From an optimization exercise on the open Yosys and OpenROAD flow, aimed at a short achievable clock period and few clock cycles per item; shortcuts taken in it are not production practice.
Function was checked by simulation only, so behaviour that the tests miss may differ from the original.
Power figures rest on the tool's default switching activity, not on a simulated workload.

// exec_unit
module exec_unit (
  input  logic        clk_i,
  input  logic        rst_i,
  input  logic        req_valid_i,
  output logic        req_ready_o,
  input  logic [31:0] req_pc_i,
  input  logic [5:0]  req_op_i,
  input  logic [31:0] req_param1_i,
  input  logic [31:0] req_param2_i,
  input  logic [31:0] req_param3_i,
  input  logic [4:0]  req_rd_i,
  output logic        resp_valid_o,
  input  logic        resp_ready_i,
  output logic        resp_write_o,
  output logic [4:0]  resp_addr_o,
  output logic [31:0] resp_result_o,
  output logic        resp_branch_o,
  output logic [19:0] resp_boffset_o,
  output logic [31:0] wb_adr_o,
  output logic [31:0] wb_dat_o,
  output logic        wb_we_o,
  output logic [3:0]  wb_sel_o,
  output logic        wb_stb_o,
  output logic        wb_cyc_o,
  input  logic [31:0] wb_dat_i,
  input  logic        wb_ack_i
);
Size: ~6,400 cells after synthesis, about 310 I/O pins.
==> flow/config.mk <==
export PLATFORM = sky130hd
export DESIGN_NAME = exec_unit
export DESIGN_NICKNAME = exec_unit
export VERILOG_FILES = /design/flow/design.v
export SDC_FILE = /design/flow/constraint.sdc
export NUM_CORES = 4
export LEC_CHECK = 0
export ABC_CLOCK_PERIOD_IN_PS = 2000
export CAP_MARGIN = 20
export CORE_MARGIN = 2
export CORE_UTILIZATION = 55
export CTS_CLUSTER_DIAMETER = 80
export CTS_CLUSTER_SIZE = 25
export SETUP_SLACK_MARGIN = 2.7
export SLEW_MARGIN = 20
export SYNTH_HIERARCHICAL = 1
export SYNTH_MINIMUM_KEEP_SIZE = 0
export TNS_END_PERCENT = 100
==> flow/constraint.sdc <==
create_clock -name core_clock -period 5.0 [get_ports {clk_i}]
set_input_delay 1.0000 -clock core_clock [delete_from_list [all_inputs] [get_ports {clk_i}]]
set_output_delay 1.0000 -clock core_clock [all_outputs]
set_load 0.01 [all_outputs]
standard.sh (not shown) runs the stock make flow with config.mk's settings and CLKGATE_MAP_FILE= SYNTH_SCRIPT=/design/flow/synth_recipe.tcl, a recipe that flattens the netlist after the stock synthesis.
==> flow/flow/run.sh <==
#!/bin/bash
# The standard layout, with two changes to how it is made:
# - the port buffers are buf_4 cells (the platform's default pick is a
#   delay cell, clkdlybuf4s50_1), still one buffer on every input and output;
# - the resizer may change a cell's footprint when it sizes it (the platform
#   otherwise limits sizing to cells of the same footprint).
set -euo pipefail
bash standard.sh "BUFFER_PORTS_ARGS=-buffer_cell sky130_fd_sc_hd__buf_4" MATCH_CELL_FOOTPRINT=0 finish > standard_flow.log 2>&1
Testbench counts at the start, summed over its fixed seeds: cycles 24,101, items 24,000.
Change:
--- a/flow/design.v
+++ b/flow/design.v
@@ -207,27 +207,24 @@
       default:             d_size = 2'd2;
     endcase
     d_sgn = (op == 6'd14) || (op == 6'd15);
   end
   logic          r_v;
   logic [DW-1:0] r_idx;
   logic [31:0]   r_x, r_y, r_c;
-  logic [31:0]   r_nx, r_ny;    
   logic          r_cin;
   logic [4:0]    r_rd;
   logic          r_xor, r_or, r_and, r_sll, r_srx, r_sra, r_use_sum, r_slt, r_sltu, r_jal, r_mem, r_store, r_wr;
   logic          r_beq, r_bne, r_blt, r_bge, r_bltu, r_bgeu, r_sgn;
   logic [1:0]    r_size;
   logic [DW-1:0] acc_ptr;
   always_ff @(posedge clk_i) begin
     r_idx     <= acc_ptr;
     r_x       <= (d_auipc || d_jal) ? pc : (d_lui ? 32'd0 : a);
     r_y       <= d_jal ? 32'd4 : (b ^ {32{d_inv}});
-    r_nx      <= ~((d_auipc || d_jal) ? pc : (d_lui ? 32'd0 : a));
-    r_ny      <= ~(d_jal ? 32'd4 : (b ^ {32{d_inv}}));
     r_cin     <= d_inv;
     r_xor     <= d_xor;
     r_or      <= d_or;
     r_and     <= d_and;
     r_sll     <= d_sll;
     r_srx     <= d_srl || d_sra;
     r_sra     <= d_sra;
@@ -251,15 +248,15 @@
   end
   logic [32:0] x_sum33;    
   add32 u_add (.x(r_x), .y(r_y), .cin(r_cin), .s(x_sum33));
   logic [1:0]  lo2;
   logic [3:0]  sel_d;
   logic [31:0] wdat_d;
   always_comb begin
-    lo2 = ~r_nx[1:0] + ~r_ny[1:0];
+    lo2 = r_x[1:0] + r_y[1:0];
     case (r_size)
       2'd0:    sel_d = 4'b0001 << lo2;
       2'd1:    sel_d = lo2[1] ? 4'b1100 : 4'b0011;
       default: sel_d = 4'b1111;
     endcase
     case (r_size)
       2'd0:    wdat_d = {4{r_c[7:0]}};
@@ -277,22 +274,22 @@
   logic [1:0]    a_size;
   logic [3:0]    a_sel;
   logic [19:0]   a_c20;
   logic [4:0]    a_rd;
   always_ff @(posedge clk_i) begin
     a_idx     <= r_idx;
     a_sum33   <= x_sum33;
-    a_misc    <= ({32{r_xor}} & (r_nx ^ r_ny))
-               | ({32{r_or}}  & ~(r_nx & r_ny))
-               | ({32{r_and}} & ~(r_nx | r_ny))
-               | ({32{r_sll}} & (~r_nx << ~r_ny[4:0]))
-               | ({32{r_srx}} & 32'($signed({r_sra & !r_nx[31], ~r_nx}) >>> ~r_ny[4:0]));
-    a_eq      <= &(r_nx ^ r_ny);    
-    a_a31     <= !r_nx[31];
-    a_b31     <= r_ny[31];
+    a_misc    <= ({32{r_xor}} & (r_x ^ r_y))
+               | ({32{r_or}}  & (r_x | r_y))
+               | ({32{r_and}} & (r_x & r_y))
+               | ({32{r_sll}} & (r_x << r_y[4:0]))
+               | ({32{r_srx}} & 32'($signed({r_sra & r_x[31], r_x}) >>> r_y[4:0]));
+    a_eq      <= &(r_x ^ r_y);    
+    a_a31     <= r_x[31];
+    a_b31     <= !r_y[31];
     a_use_sum <= r_use_sum;
     a_slt     <= r_slt;
     a_sltu    <= r_sltu;
     a_jal     <= r_jal;
     a_mem     <= r_mem;
     a_store   <= r_store;
     a_wr      <= r_wr;
@@ -557,17 +554,14 @@
   assign rob_lt0 = cnt < (DW+1)'(D - 1);    
   assign rob_lt1 = cnt < (DW+1)'(D);
   assign rob_lt2 = cnt < (DW+1)'(D + 1);
   assign bq_lt0  = bq_k < (BW+2)'(B - 1);
   assign bq_lt1  = bq_k < (BW+2)'(B);
   assign bq_lt2  = bq_k < (BW+2)'(B + 1);
   assign am      = acc && d_mem;
-  logic [DW:0] cnt_p1, cnt_m1;
-  assign cnt_p1  = cnt + 1'b1;
-  assign cnt_m1  = cnt - 1'b1;
   always_comb begin
     case ({acc, taken_resp})
       2'b10:   rdy_d = rob_lt0;
       2'b01:   rdy_d = rob_lt2;
       default: rdy_d = rob_lt1;
     endcase
     case ({am, done_bus})
@@ -578,18 +572,14 @@
   end
   always_ff @(posedge clk_i) begin
     if (rst_i) begin
       cnt    <= '0;
       rdy_q  <= 1'b1;
       nrdy_q <= 1'b0;
     end else begin
-      case ({acc, taken_resp})    
-        2'b10:   cnt <= cnt_p1;
-        2'b01:   cnt <= cnt_m1;
-        default: cnt <= cnt;
-      endcase
+      cnt    <= cnt + (DW+1)'(acc) - (DW+1)'(taken_resp);
       rdy_q  <= rdy_d;
       nrdy_q <= !rdy_d;
     end
   end
 endmodule
 `default_nettype wire
Via count is about the same.
Wire length decreases by 1.3%.
Core utilization grows by 0.59 points.
Global-route usage is higher by 0.43 points.
Clock-buffer cell count fell by 1.
Worst hold slack stays flat.
Non-clock buffer count came out higher by 57.
Total power fell by 2.9%.
Worst setup slack is better by 0.018 ns.
Cell area came out lower by 0.93%.
Register-to-register slack is better by 0.02 ns.
Maximum frequency goes up by 0.76%.
Die area went down by 2.0%.
Testbench counts after the change, summed over its fixed seeds: cycles 24,101, items 24,000.

==> afterwards: timing with drivers on the ports <==
The flow's constraints put no driver on any port. The routed layouts listed below were extracted and timed again, unchanged, in two steps. Step 1 (the two cells are an assumption about what drives the block):
set clk [get_ports {clk_i}]
set_driving_cell -lib_cell sky130_fd_sc_hd__clkbuf_16 $clk
set_driving_cell -lib_cell sky130_fd_sc_hd__buf_2 [delete_from_list [all_inputs] $clk]
Step 2 also shifts input and output timing later by t, the mid clock arrival at the registers, as if the neighbouring blocks saw the same clock. Slacks: ideal / step 1 / step 2; pairs: ideal / step 1.
| run | shift t [ns] | setup WS [ns] | hold slack, ns | worst setup path after step 2 | worst slew at a driven data input, ns |
|---|---|---|---|---|---|
| the first run | 0.798 | 2.607 / 2.607 / 2.028 | 0.331 / 0.290 / 0.331 | input to register | 0.21 |
| the second run | 0.812 | 2.625 / 2.625 / 1.885 | 0.332 / 0.292 / 0.332 | input to register | 0.20 |
After both steps every run listed still meets setup and hold. The setup slack of the second run, which loses most, moves by 0.000 ns with the drivers and by -0.740 ns with both steps.
